Background: an optimization exercise with open tools, aiming at small area, a short achievable clock period and few clock cycles per item. Do not read the settings as production practice. The RTL was checked by simulation tests, not by an equivalence proof against the original design.

[design.v]
`default_nettype none
package lkp_pkg;
    typedef logic [3-1:0] mshr_idx_t;
    typedef struct packed {
        logic [3-1:0] order_id;
        logic                    so;
        logic [5-1:0]   reg_entry;
        logic [4-1:0]   rob_entry;
    } lkp_meta_t;
    typedef struct packed {
        logic [20-1:0] key;
        lkp_meta_t              meta;
    } lkp_req_t;
    typedef struct packed {
        logic [20-1:0] result;
        lkp_meta_t              meta;
    } lkp_rsp_t;
    typedef struct packed {
        logic [20-1:0] key;
        mshr_idx_t              idx;
    } c2a_req_t;
    typedef enum logic [1:0] {
        S_IDLE,
        S_SEARCH,
        S_RESOLVE
    } slot_state_e;
endpackage
`default_nettype wire
`timescale 1ns/100ps
`default_nettype none
module sync_fifo #(
    parameter int WIDTH      = 8,
    parameter int DEPTH_LOG2 = 2
) (
    input  wire              clk,
    input  wire              rst,
    input  wire              wr_en_i,
    input  wire  [WIDTH-1:0] wr_data_i,
    input  wire              rd_en_i,
    output logic [WIDTH-1:0] rd_data_o,
    output logic             full_o,
    output logic             empty_o
);
    logic [WIDTH-1:0]    mem [2**DEPTH_LOG2];
    logic [DEPTH_LOG2:0] wr_ptr_q;
    logic [DEPTH_LOG2:0] rd_ptr_q;
    logic                do_wr;
    logic                do_rd;
    assign empty_o = (wr_ptr_q == rd_ptr_q);
    assign full_o  = (wr_ptr_q[DEPTH_LOG2] != rd_ptr_q[DEPTH_LOG2]) &&
                     (wr_ptr_q[DEPTH_LOG2-1:0] == rd_ptr_q[DEPTH_LOG2-1:0]);
    assign do_wr     = wr_en_i && !full_o;
    assign do_rd     = rd_en_i && !empty_o;
    assign rd_data_o = mem[rd_ptr_q[DEPTH_LOG2-1:0]];
    always_ff @(posedge clk or posedge rst) begin
        if (rst) begin
            wr_ptr_q <= '0;
            rd_ptr_q <= '0;
        end else begin
            if (do_wr) begin
                wr_ptr_q <= wr_ptr_q + 1'b1;
            end
            if (do_rd) begin
                rd_ptr_q <= rd_ptr_q + 1'b1;
            end
        end
    end
    always_ff @(posedge clk) begin
        if (do_wr) begin
            mem[wr_ptr_q[DEPTH_LOG2-1:0]] <= wr_data_i;
        end
    end
endmodule
`default_nettype wire
`timescale 1ns/100ps
`default_nettype none
module tag_table (
    input  wire                    clk,
    input  wire                    rst,
    input  wire                    search_i,
    input  wire  [20-1:0] search_key_i,
    output logic                   hit_o,
    output logic [20-1:0] result_o,
    input  wire                    insert_i,
    input  wire  [20-1:0] insert_key_i,
    input  wire  [20-1:0] insert_result_i,
    output logic                   insert_done_o
);
    logic [16-1:0] vld_q;
    logic [20-1:0]  key_q  [16];
    logic [20-1:0]  rslt_q [16];
    logic [4-1:0]   victim_q;
    logic                    srch_hit;
    logic [20-1:0]  srch_rslt;
    logic                    ins_hit;
    logic [4-1:0]   ins_idx;
    always_comb begin
        srch_hit  = 1'b0;
        srch_rslt = '0;
        ins_hit   = 1'b0;
        ins_idx   = victim_q;
        for (int i = 0; i < 16; i++) begin
            if (vld_q[i] && key_q[i] == search_key_i) begin
                srch_hit  = 1'b1;
                srch_rslt = rslt_q[i];
            end
            if (vld_q[i] && key_q[i] == insert_key_i) begin
                ins_hit = 1'b1;
                ins_idx = i;
            end
        end
    end
    always_ff @(posedge clk or posedge rst) begin
        if (rst) begin
            vld_q         <= '0;
            victim_q      <= '0;
            hit_o         <= 1'b0;
            insert_done_o <= 1'b0;
        end else begin
            insert_done_o <= insert_i;
            if (search_i) begin
                hit_o <= srch_hit;
            end
            if (insert_i) begin
                vld_q[ins_idx] <= 1'b1;
                if (!ins_hit) begin
                    victim_q <= victim_q + 1'b1;
                end
            end
        end
    end
    always_ff @(posedge clk) begin
        if (search_i) begin
            result_o <= srch_rslt;
        end
        if (insert_i) begin
            key_q[ins_idx]  <= insert_key_i;
            rslt_q[ins_idx] <= insert_result_i;
        end
    end
endmodule
`default_nettype wire
`timescale 1ns/100ps
`default_nettype none
module mshr_file (
    input  wire                     clk,
    input  wire                     rst,
    input  wire  [20-1:0]  lookup_key_i,
    output logic                    pending_o,
    output logic                    free_o,
    output lkp_pkg::mshr_idx_t      free_idx_o,
    input  wire                     alloc_i,
    input  wire  lkp_pkg::lkp_req_t alloc_req_i,
    input  wire                     rsp_vld_i,
    input  wire  lkp_pkg::mshr_idx_t rsp_idx_i,
    input  wire  [20-1:0]  rsp_rslt_i,
    output logic                    insert_o,
    output logic [20-1:0]  insert_key_o,
    output logic [20-1:0]  insert_result_o,
    input  wire                     insert_done_i,
    output logic                    send_valid_o,
    output lkp_pkg::lkp_rsp_t       send_rsp_o,
    input  wire                     send_accept_i
);
    logic [8-1:0] vld_q;
    logic [8-1:0] rdy_q;
    logic [8-1:0] ins_q;
    logic [8-1:0] sent_q;
    logic [20-1:0]   key_q  [8];
    logic [(3 + 1 + 5 + 4)-1:0] meta_q [8];
    logic [20-1:0]   rslt_q [8];
    logic                     ins_busy_q;
    lkp_pkg::mshr_idx_t                ins_idx_q;
    logic [8-1:0] match_w;
    logic [8-1:0] done_w;
    logic [8-1:0] ready_w;
    lkp_pkg::mshr_idx_t                pick_idx;
    function automatic [3-1:0] first_set(input logic [8-1:0] vec);
        logic [3-1:0] idx;
        idx = '0;
        for (int i = 8 - 1; i >= 0; i--) begin
            if (vec[i]) begin
                idx = i;
            end
        end
        first_set = idx;
    endfunction
    always_comb begin
        for (int i = 0; i < 8; i++) begin
            match_w[i] = vld_q[i] && (key_q[i] == lookup_key_i);
        end
    end
    assign pending_o  = |match_w;
    assign free_o     = |(~vld_q);
    assign free_idx_o = first_set(~vld_q);
    assign done_w   = vld_q & ins_q & sent_q;
    assign ready_w  = vld_q & rdy_q & ~done_w;
    assign pick_idx = first_set(ready_w);
    assign insert_o        = (|ready_w) && !ins_q[pick_idx] && !ins_busy_q;
    assign insert_key_o    = key_q[pick_idx];
    assign insert_result_o = rslt_q[pick_idx];
    assign send_valid_o      = (|ready_w) && !sent_q[pick_idx];
    assign send_rsp_o.result = rslt_q[pick_idx];
    assign send_rsp_o.meta   = meta_q[pick_idx];
    always_ff @(posedge clk or posedge rst) begin
        if (rst) begin
            vld_q      <= '0;
            rdy_q      <= '0;
            ins_q      <= '0;
            sent_q     <= '0;
            ins_busy_q <= 1'b0;
            ins_idx_q  <= '0;
        end else begin
            vld_q  <= vld_q & ~done_w;
            rdy_q  <= rdy_q & ~done_w;
            ins_q  <= ins_q & ~done_w;
            sent_q <= sent_q & ~done_w;
            if (alloc_i) begin
                vld_q[free_idx_o] <= 1'b1;
            end
            if (rsp_vld_i) begin
                rdy_q[rsp_idx_i] <= 1'b1;
            end
            if (insert_o) begin
                ins_busy_q <= 1'b1;
                ins_idx_q  <= pick_idx;
            end
            if (insert_done_i) begin
                ins_busy_q       <= 1'b0;
                ins_q[ins_idx_q] <= 1'b1;
            end
            if (send_accept_i) begin
                sent_q[pick_idx] <= 1'b1;
            end
        end
    end
    always_ff @(posedge clk) begin
        if (alloc_i) begin
            key_q[free_idx_o]  <= alloc_req_i.key;
            meta_q[free_idx_o] <= alloc_req_i.meta;
        end
        if (rsp_vld_i) begin
            rslt_q[rsp_idx_i] <= rsp_rslt_i;
        end
    end
endmodule
`default_nettype wire
`timescale 1ns/100ps
`default_nettype none
module lookup_ctrl (
    input  wire                      clk,
    input  wire                      rst,
    input  wire                      req_valid_i,
    input  wire  lkp_pkg::lkp_req_t  req_i,
    output logic                     req_ready_o,
    output logic                     search_o,
    output logic [20-1:0]   search_key_o,
    input  wire                      hit_i,
    input  wire  [20-1:0]   result_i,
    input  wire                      pending_i,
    input  wire                      free_i,
    input  wire  lkp_pkg::mshr_idx_t free_idx_i,
    output logic                     alloc_o,
    output lkp_pkg::lkp_req_t        alloc_req_o,
    output logic                     c2a_push_o,
    output lkp_pkg::c2a_req_t        c2a_data_o,
    input  wire                      c2a_full_i,
    input  wire                      send_valid_i,
    input  wire  lkp_pkg::lkp_rsp_t  send_rsp_i,
    output logic                     send_accept_o,
    output logic                     out_push_o,
    output lkp_pkg::lkp_rsp_t        out_data_o,
    input  wire                      out_full_i
);
    lkp_pkg::slot_state_e state_q;
    lkp_pkg::slot_state_e state_d;
    lkp_pkg::lkp_req_t    slot_q;
    logic        hit_wr;
    assign req_ready_o  = (state_q == lkp_pkg::S_IDLE);
    assign search_o     = (state_q == lkp_pkg::S_SEARCH);
    assign search_key_o = slot_q.key;
    always_comb begin
        state_d = state_q;
        hit_wr  = 1'b0;
        alloc_o = 1'b0;
        case (state_q)
            lkp_pkg::S_IDLE: begin
                if (req_valid_i) begin
                    state_d = lkp_pkg::S_SEARCH;
                end
            end
            lkp_pkg::S_SEARCH: begin
                state_d = lkp_pkg::S_RESOLVE;
            end
            lkp_pkg::S_RESOLVE: begin
                if (hit_i) begin
                    if (!out_full_i) begin
                        hit_wr  = 1'b1;
                        state_d = lkp_pkg::S_IDLE;
                    end
                end else if (pending_i) begin
                    state_d = lkp_pkg::S_SEARCH;
                end else if (free_i && !c2a_full_i) begin
                    alloc_o = 1'b1;
                    state_d = lkp_pkg::S_IDLE;
                end
            end
            default: begin
                state_d = lkp_pkg::S_IDLE;
            end
        endcase
    end
    always_ff @(posedge clk or posedge rst) begin
        if (rst) begin
            state_q <= lkp_pkg::S_IDLE;
        end else begin
            state_q <= state_d;
        end
    end
    always_ff @(posedge clk) begin
        if (req_valid_i && req_ready_o) begin
            slot_q <= req_i;
        end
    end
    assign alloc_req_o    = slot_q;
    assign c2a_push_o     = alloc_o;
    assign c2a_data_o.key = slot_q.key;
    assign c2a_data_o.idx = free_idx_i;
    assign send_accept_o = send_valid_i && !out_full_i && !hit_wr;
    assign out_push_o    = hit_wr || send_accept_o;
    always_comb begin
        if (hit_wr) begin
            out_data_o.result = result_i;
            out_data_o.meta   = slot_q.meta;
        end else begin
            out_data_o = send_rsp_i;
        end
    end
endmodule
`default_nettype wire
`timescale 1ns/100ps
`default_nettype none
module lookup_cache_top (
    input  wire                      clk,
    input  wire                      rst,
    input  wire                      req_valid_i,
    input  wire  [20+(3 + 1 + 5 + 4)-1:0] req_i,
    output logic                     req_ready_o,
    output logic                     rsp_valid_o,
    output logic [20+(3 + 1 + 5 + 4)-1:0] rsp_o,
    input  wire                      rsp_ready_i,
    output logic                     c2a_vld_o,
    output logic [20-1:0]   c2a_info_o,
    output logic [10-1:0] c2a_req_id_o,
    input  wire                      a2c_rdy_i,
    input  wire                      a2c_rsp_vld_i,
    input  wire  [10-1:0] a2c_rsp_id_i,
    input  wire  [20-1:0]   a2c_rslt_i
);
    logic                   search;
    logic [20-1:0] search_key;
    logic                   tag_hit;
    logic [20-1:0] tag_result;
    logic                   insert;
    logic [20-1:0] insert_key;
    logic [20-1:0] insert_result;
    logic                   insert_done;
    logic                   pending;
    logic                   free;
    lkp_pkg::mshr_idx_t              free_idx;
    logic                   alloc;
    lkp_pkg::lkp_req_t               alloc_req;
    logic                   send_valid;
    lkp_pkg::lkp_rsp_t               send_rsp;
    logic                   send_accept;
    logic                   c2a_push;
    lkp_pkg::c2a_req_t               c2a_data;
    logic                   c2a_full;
    lkp_pkg::c2a_req_t               c2a_head;
    logic                   c2a_empty;
    logic                   out_push;
    lkp_pkg::lkp_rsp_t               out_data;
    logic                   out_full;
    logic                   out_empty;
    lkp_pkg::lkp_req_t      req_s;
    assign req_s = req_i;
    lookup_ctrl u_lookup_ctrl (
        .clk           (clk),
        .rst           (rst),
        .req_valid_i   (req_valid_i),
        .req_i         (req_s),
        .req_ready_o   (req_ready_o),
        .search_o      (search),
        .search_key_o  (search_key),
        .hit_i         (tag_hit),
        .result_i      (tag_result),
        .pending_i     (pending),
        .free_i        (free),
        .free_idx_i    (free_idx),
        .alloc_o       (alloc),
        .alloc_req_o   (alloc_req),
        .c2a_push_o    (c2a_push),
        .c2a_data_o    (c2a_data),
        .c2a_full_i    (c2a_full),
        .send_valid_i  (send_valid),
        .send_rsp_i    (send_rsp),
        .send_accept_o (send_accept),
        .out_push_o    (out_push),
        .out_data_o    (out_data),
        .out_full_i    (out_full)
    );
    tag_table u_tag_table (
        .clk             (clk),
        .rst             (rst),
        .search_i        (search),
        .search_key_i    (search_key),
        .hit_o           (tag_hit),
        .result_o        (tag_result),
        .insert_i        (insert),
        .insert_key_i    (insert_key),
        .insert_result_i (insert_result),
        .insert_done_o   (insert_done)
    );
    mshr_file u_mshr_file (
        .clk             (clk),
        .rst             (rst),
        .lookup_key_i    (search_key),
        .pending_o       (pending),
        .free_o          (free),
        .free_idx_o      (free_idx),
        .alloc_i         (alloc),
        .alloc_req_i     (alloc_req),
        .rsp_vld_i       (a2c_rsp_vld_i),
        .rsp_idx_i       (a2c_rsp_id_i[3-1:0]),
        .rsp_rslt_i      (a2c_rslt_i),
        .insert_o        (insert),
        .insert_key_o    (insert_key),
        .insert_result_o (insert_result),
        .insert_done_i   (insert_done),
        .send_valid_o    (send_valid),
        .send_rsp_o      (send_rsp),
        .send_accept_i   (send_accept)
    );
    sync_fifo #(
        .WIDTH      (20 + 3),
        .DEPTH_LOG2 (2)
    ) c2a_fifo (
        .clk       (clk),
        .rst       (rst),
        .wr_en_i   (c2a_push),
        .wr_data_i (c2a_data),
        .rd_en_i   (a2c_rdy_i),
        .rd_data_o (c2a_head),
        .full_o    (c2a_full),
        .empty_o   (c2a_empty)
    );
    sync_fifo #(
        .WIDTH      (20 + (3 + 1 + 5 + 4)),
        .DEPTH_LOG2 (2)
    ) out_fifo (
        .clk       (clk),
        .rst       (rst),
        .wr_en_i   (out_push),
        .wr_data_i (out_data),
        .rd_en_i   (rsp_ready_i),
        .rd_data_o (rsp_o),
        .full_o    (out_full),
        .empty_o   (out_empty)
    );
    assign c2a_vld_o    = !c2a_empty;
    assign c2a_info_o   = c2a_head.key;
    assign c2a_req_id_o = {{(10 - 3){1'b0}}, c2a_head.idx};
    assign rsp_valid_o  = !out_empty;
endmodule
`default_nettype wire
[run.sh]
#!/bin/bash
# synth_recipe.tcl (not shown) runs the flow's synth.tcl, then flattens the netlist and writes it again
# the make line also repeats each setting of config.mk as NAME=value (left out here)
make -C /OpenROAD-flow-scripts/flow DESIGN_CONFIG=/design/flow/config.mk WORK_HOME=/design/flow/orfs CLKGATE_MAP_FILE= SYNTH_SCRIPT=/design/flow/synth_recipe.tcl finish
[config.mk]
export PLATFORM = sky130hd
export DESIGN_NAME = lookup_cache_top
export DESIGN_NICKNAME = lookup_cache_top
export VERILOG_FILES = /design/flow/design.v
export SDC_FILE = /design/flow/constraint.sdc
export NUM_CORES = 4
export LEC_CHECK = 0
export CAP_MARGIN = 20
export CORE_MARGIN = 2
export CORE_UTILIZATION = 40
export SLEW_MARGIN = 20
[constraint.sdc]
create_clock -name core_clock -period 7.5 [get_ports {clk}]
set_input_delay 1.5000 -clock core_clock [delete_from_list [all_inputs] [get_ports {clk}]]
set_output_delay 1.5000 -clock core_clock [all_outputs]
set_load 0.01 [all_outputs]
==> results.txt <==
----------------------------------------------------
[Placement]
  DP Cell Count ... 7760
  Placer Congestion ... 1.02
  DPL Wire Length ... 161 mm
  Quantity of I/O buffers inserted on ports ... 120
  Post-placement cell area ... 0.0747 mm2

[Layout]
  Area growth, synth to finish ... 16.4%
  Fin cells ... 8047
  Commonest cells after routing, fill and taps aside ... edfxtp_1, nand2_1, xnor2_1
  Commonest non-fill, non-tap cell in the layout ... edfxtp_1
  Count of fill cells added during filler insertion ... 14800
  Layout net count ... 5799
  Fraction of final layout cells sized beyond drive strength 1 ... 0.142
  Post-route cell area ... 0.0798 mm2

[Route]
  Remaining number of nets flagged by the antenna check after routing ... 0
  DR WL/cell ... 29.9 um
  Via density per instance ... 6.05
  Number of DRC violations after detailed routing ... 0
  Final Routed Wirelength ... 240 mm
  Number of violations reported at the end of detailed-routing iteration 0 ... 6196
  Initial DRT Pass Iterations ... 5
  Vias ... 48700

[Synthesis]
  Number of unique standard cell types used by synthesis ... 113
  Post-synthesis share of cell area spent on and, or, nand and nor gates ... 0.120
  Cells after synthesis ... 5388
  Part of the Yosys area used for sequential elements ... 0.614
  Async SR Flop Fraction ... 0.0510
  Flip-flop and latch count after synthesis ... 1413
  XOR/XNOR share of the synthesized area ... 0.113
  Proportion of synthesized area in mux cells ... 0.0385
  Adder-cell area share of the yosys netlist ... 0.00530
  Count of flip-flops with a built-in enable after synthesis ... 1341
  Yosys warning total ... 5
  Synthesized-area fraction occupied by ao, oa, aoi and oai cells ... 0.0834
  Ys flop type ... edfxtp_1
  Per-instance average area after synthesis ... 12.7 um2
  Dominant combinational cell family by area after synthesis ... simple AND/OR/NAND/NOR gates
  Cell Area, Synth ... 0.0685 mm2

[Timing]
  Post-route minimum period ... 7.16 ns
  Number of failing setup endpoints in the final timing report ... 0
  Period Utilization, post-route ... 0.954
  Number of max-slew violations in the final report ... 0
  Highest clock rate ... 140 MHz
  Slew @ Worst Pin ... 1.36 ns
  Largest clock skew in the final design ... 0.0310 ns
  Setup TNS ... 0 ns
  Fin. Hold Viols ... 0
  Worst hold slack across all endpoints ... 0.489 ns
  Worst max-slew margin expressed relative to the limit ... 0.0854
  Unrepaired setup endpoints after global routing ... false

[Floorplan]
  Ports placed on the boundary ... 135
  X dimension of the die ... 418 um
  Cell Rows ... 151
  Full die area ... 0.175 mm2
  Initial core utilization ... 0.403
  Die span in y ... 418 um
  Core Footprint ... 0.170 mm2

[Clocking]
  H-tree levels ... 4
  Num CTS Buffers ... 153
  Count of clock tree sinks ... 1413
  Clock Tree Root ... clkbuf_16
  Setup fix buffers added after clock tree synthesis ... 0
  Clock tree from TritonCTS ... yes
  Clock-pin slew on the worst setup and hold paths ... 0.06 ns
  Source-to-sink clock delay at the later pin of the worst-skew pair ... 0.82 ns
  Maximum count of clock buffers along a single path ... 3

[Global routing]
  Largest net degree at the start of global routing ... 85
  Via count of the first global-routing pass ... 46800
  Antenna violations before repair ... 15
  Remaining global-route overflow ... 0
  First-pass GRT wire length ... 341 mm
  GRT Util Overall ... 0.271

[Run status]
  Result of the run ... timing/DRC/antenna clean

[Setup path]
  Required time worst endpoint ... 7.99 ns
  Startpoint type of the worst setup path ... register
  Critical path class ... register to register
  Crit end category ... register
  Worst EP arrival ... 7.65 ns
  Crit Path Max Fanout ... 20

[Worst hold path]
  Class of the worst hold path ... register to register

[Flow run]
  Max Cap Viol ... 0

----------------------------------------------------
-- metal layers --
| layer | wire, um | vias to the layer above | track usage |
|---|---|---|---|
| li1 | - | 20800 | - |
| met1 | 94300 | 24300 | 0.361 |
| met2 | 109000 | 2847 | 0.421 |
| met3 | 23600 | 683 | 0.0562 |
| met4 | 13700 | 8 | 0.138 |
| met5 | 58 | - | 0 |
-- critical path, cell delays in order (launching register included) --
cell	delay, ns
dfrtp_1	0.48
a21boi_4	0.11
a221oi_4	0.63
o211a_1	0.42
buf_4	0.30
mux2i_1	0.26
a22oi_2	0.80
buf_4	0.41
xnor2_1	0.16
a21oi_1	0.10
a211oi_1	0.22
nand2_1	0.09
nor4b_1	0.55
buf_4	0.24
o21bai_1	0.12
a21oi_1	0.18
buf_4	0.17
nor3_1	0.05
or3_1	0.39
inv_1	0.10
ha_1	0.26
nand2_1	0.11
buf_4	0.19
nor3_4	0.22
buf_12	0.22
-- cell type report --
type / count / area (um2) / share of cell area
clock inverter: 97 / 933 / 0.0117
tap: 2218 / 2780 / 0.0348
multi-input combinational: 3577 / 25200 / 0.316
clock buffer: 181 / 3980 / 0.0498
inverter: 72 / 277 / 0.00347
antenna: 5 / 12.5 / 0.000157
timing repair buffer: 484 / 4530 / 0.0568
sequential: 1413 / 42100 / 0.528
-- flip-flops by register name, summed over array words and instances (netlist names), 20 cells and up --
register / cells
c2a_fifo.mem: 92
out_fifo.mem: 132
u_lookup_ctrl.slot_q: 33
u_mshr_file.key_q: 160
u_mshr_file.meta_q: 104
u_mshr_file.rslt_q: 160
u_tag_table.key_q: 320
u_tag_table.result_o: 20
u_tag_table.rslt_q: 320
-- worst paths after layout --
| kind | start | end | slack (ns) | cells after the start |
|---|---|---|---|---|
| setup reg to reg | u_mshr_file.ins_q[6]$_DFF_PP0_ | u_tag_table.key_q[8][5]$_DFFE_PP_ | 0.34 | 24 |
| max in group asynchronous | rst | u_tag_table.vld_q[10]$_DFFE_PP0P_ | 5.40 | 3 |
| setup / recovery | u_mshr_file.ins_q[6]$_DFF_PP0_ | u_tag_table.key_q[8][5]$_DFFE_PP_ | 0.34 | 24 |
| min in group asynchronous | rst | c2a_fifo.wr_ptr_q[2]$_DFFE_PP0P_ | 0.97 | 2 |
| hold / removal | out_fifo.rd_ptr_q[2]$_DFFE_PP0P_ | out_fifo.rd_ptr_q[2]$_DFFE_PP0P_ | 0.49 | 1 |
| hold reg to reg | out_fifo.rd_ptr_q[2]$_DFFE_PP0P_ | out_fifo.rd_ptr_q[2]$_DFFE_PP0P_ | 0.49 | 1 |
-- what timing repair did --
| item | in CTS | in global routing |
|---|---|---|
| setup endpoints to repair | 0 | 64 |
| hold buffers | 0 | 0 |
| gates resized for setup | 0 | 1 |
-- per-stage QoR --
step / worst slack, ns / util
after global routing: 0.120 / 0.469
after floorplan: 0.0991 / -
after CTS: 0.422 / 0.469
after global placement: 0.585 / 0.440
final: 0.342 / 0.470
after detailed placement: 0.475 / 0.440
-- cell families after synthesis --
group / count (synthesis)
AO/OA/AOI/OAI: 794
adder cells (fa/ha/maj): 29
multiplexers: 181
buffers and inverters: 405
XOR/XNOR: 886
AND/OR/NAND/NOR: 1679
other: 1
flip-flops: 1413
-- cell usage after synthesis (22+ instances only) --
cell       number  share of area
nand2b_1       34         0.0031
buf_2          58         0.0042
dfrtp_1        72          0.026
nor3_1         57         0.0042
a211oi_1       34         0.0037
or3_1          29         0.0026
a31oi_1        72         0.0066
inv_1          68         0.0037
buf_4          30         0.0033
o2111ai_1      33         0.0042
or2_2          22         0.0020
mux2i_1        85          0.012
nor4_1        126          0.012
ha_1           29         0.0053
and3_1         46         0.0042
a21o_1         22         0.0024
o21ai_0       192          0.014
o211ai_1       60         0.0066
xnor2_1       626          0.080
nand2_1       629          0.034
nand4_1       127          0.012
buf_1          39         0.0021
edfxtp_1     1341           0.59
nor2_1        147         0.0081
mux4_2         58          0.019
nand3b_1       23         0.0025
clkbuf_1      201          0.011
nand3_1       338          0.025
mux2_2         30         0.0049
xor2_1        260          0.033
a21oi_1       105         0.0077
and2_1         25         0.0023
Testbench counts, summed over its fixed seeds: cycles 24,300, items 8,000.

-- re-timing with driven ports --
No port has a modelled driver above. Below, the same layout with a new extraction and two added sets of constraints.
Step 1 assumes that a clkbuf_16 drives the clock port and a buf_2 every other input.
Step 2 adds t to the input delays and takes it off the output delays; t is the mean of the earliest and latest rising clock arrival at the registers after step 1. Input paths then give back, and output paths get back, about the clock's delay inside the block.
a / b / c = ideal / step 1 / step 2; a / b = the first two.
shift t [ns]: 0.883
setup WS [ns]: 0.342 / 0.342 / 0.342
worst setup path after step 2: register to register
worst register clock-pin slew, ns: 0.07 / 0.07
After both steps this run still meets setup and hold. For this run, drivers alone change the setup slack by 0.000 ns; drivers and shift together by 0.000 ns.
